Context: an optimization exercise on an open-source flow, tuned for small area and a short achievable clock period. The choices shown serve that exercise and are no tape-out recipe. In this exercise RTL edits were held to simulation tests only and were not proved equivalent to the original.

run A:
==> flow/design.v (excerpt) <==
module musb_mult_accum #(
  parameter int WIDTH = 32
) (
  input  logic                 clk,
  input  logic                 rst,
  input  logic [WIDTH-1:0]     input_a,
  input  logic [WIDTH-1:0]     input_b,
  input  logic [2*WIDTH-1:0]   accum_in,
  input  logic                 signed_operation,
  input  logic [1:0]           op,
  input  logic                 enable_op,
  input  logic                 stall,
  input  logic                 flush,
  output logic [2*WIDTH-1:0]   mult_result,
  output logic                 active,
  output logic                 ready
);
Settings: LEC_CHECK=0, CAP_MARGIN=20, CORE_MARGIN=2, CORE_UTILIZATION=40, SETUP_SLACK_MARGIN=4.5, SLEW_MARGIN=20, SYNTH_HIERARCHICAL=1, SYNTH_MINIMUM_KEEP_SIZE=0; clock period 8.0 ns.
run.sh (not shown) runs the stock make flow with config.mk's settings and CLKGATE_MAP_FILE= SYNTH_SCRIPT=/design/flow/synth_recipe.tcl, a recipe that flattens the netlist after the stock synthesis.
For run B, these inputs were changed with respect to run A:
# run A
export LEC_CHECK = 0
export CAP_MARGIN = 20
export CORE_MARGIN = 2
export CORE_UTILIZATION = 40
export SETUP_SLACK_MARGIN = 4.5
export SLEW_MARGIN = 20
export SYNTH_HIERARCHICAL = 1
export SYNTH_MINIMUM_KEEP_SIZE = 0
create_clock -name core_clock -period 8.0 [get_ports {clk}]
# run B
export LEC_CHECK = 0
export CAP_MARGIN = 20
export CORE_MARGIN = 2
export CORE_UTILIZATION = 40
export CTS_CLUSTER_DIAMETER = 120
export CTS_CLUSTER_SIZE = 25
export SETUP_SLACK_MARGIN = 4.5
export SLEW_MARGIN = 20
export SYNTH_HIERARCHICAL = 1
export SYNTH_MINIMUM_KEEP_SIZE = 0
create_clock -name core_clock -period 8.0 [get_ports {clk}]
Looking at the reports, run B completed the entire flow and the layout it produced met the timing, DRC and antenna checks.
Run A closes out successfully: all stages finished, all timing, DRC and antenna checks passed.
The higher global-route usage came out of run A.
NOTE wire length on met2 run A->run B decreased slightly
Comparing run A against run B, there is no change at all in net count after synthesis.
The standard cells in run B occupy less silicon area than those in run A do.
Run B: final net count 0.71% below run A
[compare] base=run A new=run B: footprint of the multi-input gates barely changed, total number of vias essentially unchanged.
For run C, these inputs were changed with respect to run B:
# run B
export LEC_CHECK = 0
export CAP_MARGIN = 20
export CORE_MARGIN = 2
export CORE_UTILIZATION = 40
export CTS_CLUSTER_DIAMETER = 120
export CTS_CLUSTER_SIZE = 25
export SETUP_SLACK_MARGIN = 4.5
export SLEW_MARGIN = 20
export SYNTH_HIERARCHICAL = 1
export SYNTH_MINIMUM_KEEP_SIZE = 0
create_clock -name core_clock -period 8.0 [get_ports {clk}]
# run C
export LEC_CHECK = 0
export CAP_MARGIN = 20
export CORE_MARGIN = 2
export CORE_UTILIZATION = 40
export CTS_CLUSTER_DIAMETER = 120
export CTS_CLUSTER_SIZE = 25
export SETUP_SLACK_MARGIN = 4.55
export SLEW_MARGIN = 20
export SYNTH_HIERARCHICAL = 1
export SYNTH_MINIMUM_KEEP_SIZE = 0
create_clock -name core_clock -period 8.0 [get_ports {clk}]
==> flow/flow/run.sh (new file) <==
#!/bin/bash
# The standard layout (the standard.sh, unchanged synthesis and steps), with
# one change: the buffer that placement puts on every input and output port is
# sky130_fd_sc_hd__buf_1 instead of the cell buffer_ports picks by default.
set -euo pipefail
export BUFFER_PORTS_ARGS="-buffer_cell sky130_fd_sc_hd__buf_1"
bash standard.sh > standard.log 2>&1
==> flow/standard.sh (new file) <==
#!/bin/bash
# synth_recipe.tcl (not shown) runs the flow's synth.tcl, then flattens the netlist and writes it again
# the make line also repeats each setting of config.mk as NAME=value (left out here)
make -C /OpenROAD-flow-scripts/flow DESIGN_CONFIG=/design/flow/config.mk WORK_HOME=/design/flow/orfs CLKGATE_MAP_FILE= SYNTH_SCRIPT=/design/flow/synth_recipe.tcl "${@:-finish}"
removed: flow/run.sh
## What came out
Run B completed every stage of the flow, and the final layout passed the timing, DRC and antenna checks.
Run C has completed all stages; timing, DRC and antenna checks passed.
Diff run B -> run C | share of cell area taken by multi-input logic gates | increase of 1.4 points
Run B -> run C: critical path depth delta 0, exact match
Taking run B as the reference point, the detailed-route wire length per cell of run C rises by about 1.7%.
On clock-buffer cell count, the higher figure sits with run C, not run B.
The inputs of run D differ from those of run C as listed below.
# run C
export LEC_CHECK = 0
export CAP_MARGIN = 20
export CORE_MARGIN = 2
export CORE_UTILIZATION = 40
export CTS_CLUSTER_DIAMETER = 120
export CTS_CLUSTER_SIZE = 25
export SETUP_SLACK_MARGIN = 4.55
export SLEW_MARGIN = 20
export SYNTH_HIERARCHICAL = 1
export SYNTH_MINIMUM_KEEP_SIZE = 0
create_clock -name core_clock -period 8.0 [get_ports {clk}]
# run D
export LEC_CHECK = 0
export CAP_MARGIN = 20
export CORE_MARGIN = 2
export CORE_UTILIZATION = 40
export CTS_CLUSTER_DIAMETER = 120
export CTS_CLUSTER_SIZE = 25
export SETUP_SLACK_MARGIN = 4.5
export SLEW_MARGIN = 20
export SYNTH_HIERARCHICAL = 1
export SYNTH_MINIMUM_KEEP_SIZE = 0
export TNS_END_PERCENT = 50
create_clock -name core_clock -period 8.0 [get_ports {clk}]
==> run summary <==
Run D | status: complete | timing, DRC, antenna: pass. For wire length of the first global-routing pass, run D and run C come out practically identical. Run D against run C: met2 routed wirelength dropped 420 microns.


musb_mult_accum again, from the RTL that the note above started with.
clock: 8.0 ns
lec_check: 0
cap_margin: 20
core_margin: 2
core_utilization: 40
setup_slack_margin: 4.6
slew_margin: 20
synth_hierarchical: 1
synth_minimum_keep_size: 0
Stock flow here: none of the scripts above is used.
The baseline finished with timing, DRC and antenna clean.
Edit:
==> flow/flow/run.sh (new file) <==
#!/bin/bash
# The standard layout (the standard.sh, unchanged synthesis and steps), with
# one change: the buffer that placement puts on every input and output port is
# sky130_fd_sc_hd__buf_1 instead of the cell buffer_ports picks by default.
set -euo pipefail
export BUFFER_PORTS_ARGS="-buffer_cell sky130_fd_sc_hd__buf_1"
bash standard.sh > standard.log 2>&1
==> flow/standard.sh (new file) <==
#!/bin/bash
# synth_recipe.tcl (not shown) runs the flow's synth.tcl, then flattens the netlist and writes it again
# the make line also repeats each setting of config.mk as NAME=value (left out here)
make -C /OpenROAD-flow-scripts/flow DESIGN_CONFIG=/design/flow/config.mk WORK_HOME=/design/flow/orfs CLKGATE_MAP_FILE= SYNTH_SCRIPT=/design/flow/synth_recipe.tcl "${@:-finish}"
CTS_CLUSTER_DIAMETER = 120   (was unset)
CTS_CLUSTER_SIZE = 25   (was unset)
SETUP_SLACK_MARGIN = 4.5   (was 4.6)
removed: flow/run.sh
Result:
- The new run went through all stages and came out clean
- cell count goes down by 1.2%
- design area goes down by 6.3%
- via count goes up by 0.65%
- worst setup slack loses 0.020 ns
- worst hold slack gains 0.0060 ns
- non-clock buffer count goes down by 8
- critical path depth goes down by 2
- maximum frequency goes down by 0.58%
- clock-buffer cell count goes down by 25

## separate check: timing with driven ports
How much do the figures lean on ideal ports? The routed layouts below were timed once more, with nothing changed but the port constraints. Step 1, drivers: a clkbuf_16 drives clk and a buf_2 each remaining input, both assumed. Step 2 also shifts input and output timing later by t, the mid clock arrival at the registers, as if the neighbouring blocks saw the same clock. Slacks: ideal ports / drivers / drivers and shift; pairs: ideal ports / drivers.
run	shift t [ns]	slack for setup (ns)	hold slack, ns
run A	0.688	4.524 / 4.489 / 4.267	0.421 / 0.421 / 0.421
run B	0.682	4.529 / 4.529 / 4.250	0.433 / 0.433 / 0.433
run C	0.690	4.569 / 4.569 / 4.492	0.426 / 0.426 / 0.426
run D	0.691	4.397 / 4.397 / 4.104	0.430 / 0.430 / 0.430
the first run of note 2	0.689	4.530 / 4.530 / 4.260	0.420 / 0.420 / 0.420
the second run of note 2	0.690	4.510 / 4.510 / 4.090	0.426 / 0.426 / 0.426
After both steps every run listed still meets setup and hold. The setup slack of the second run of note 2, which loses most, moves by 0.000 ns with the drivers and by -0.420 ns with both steps.
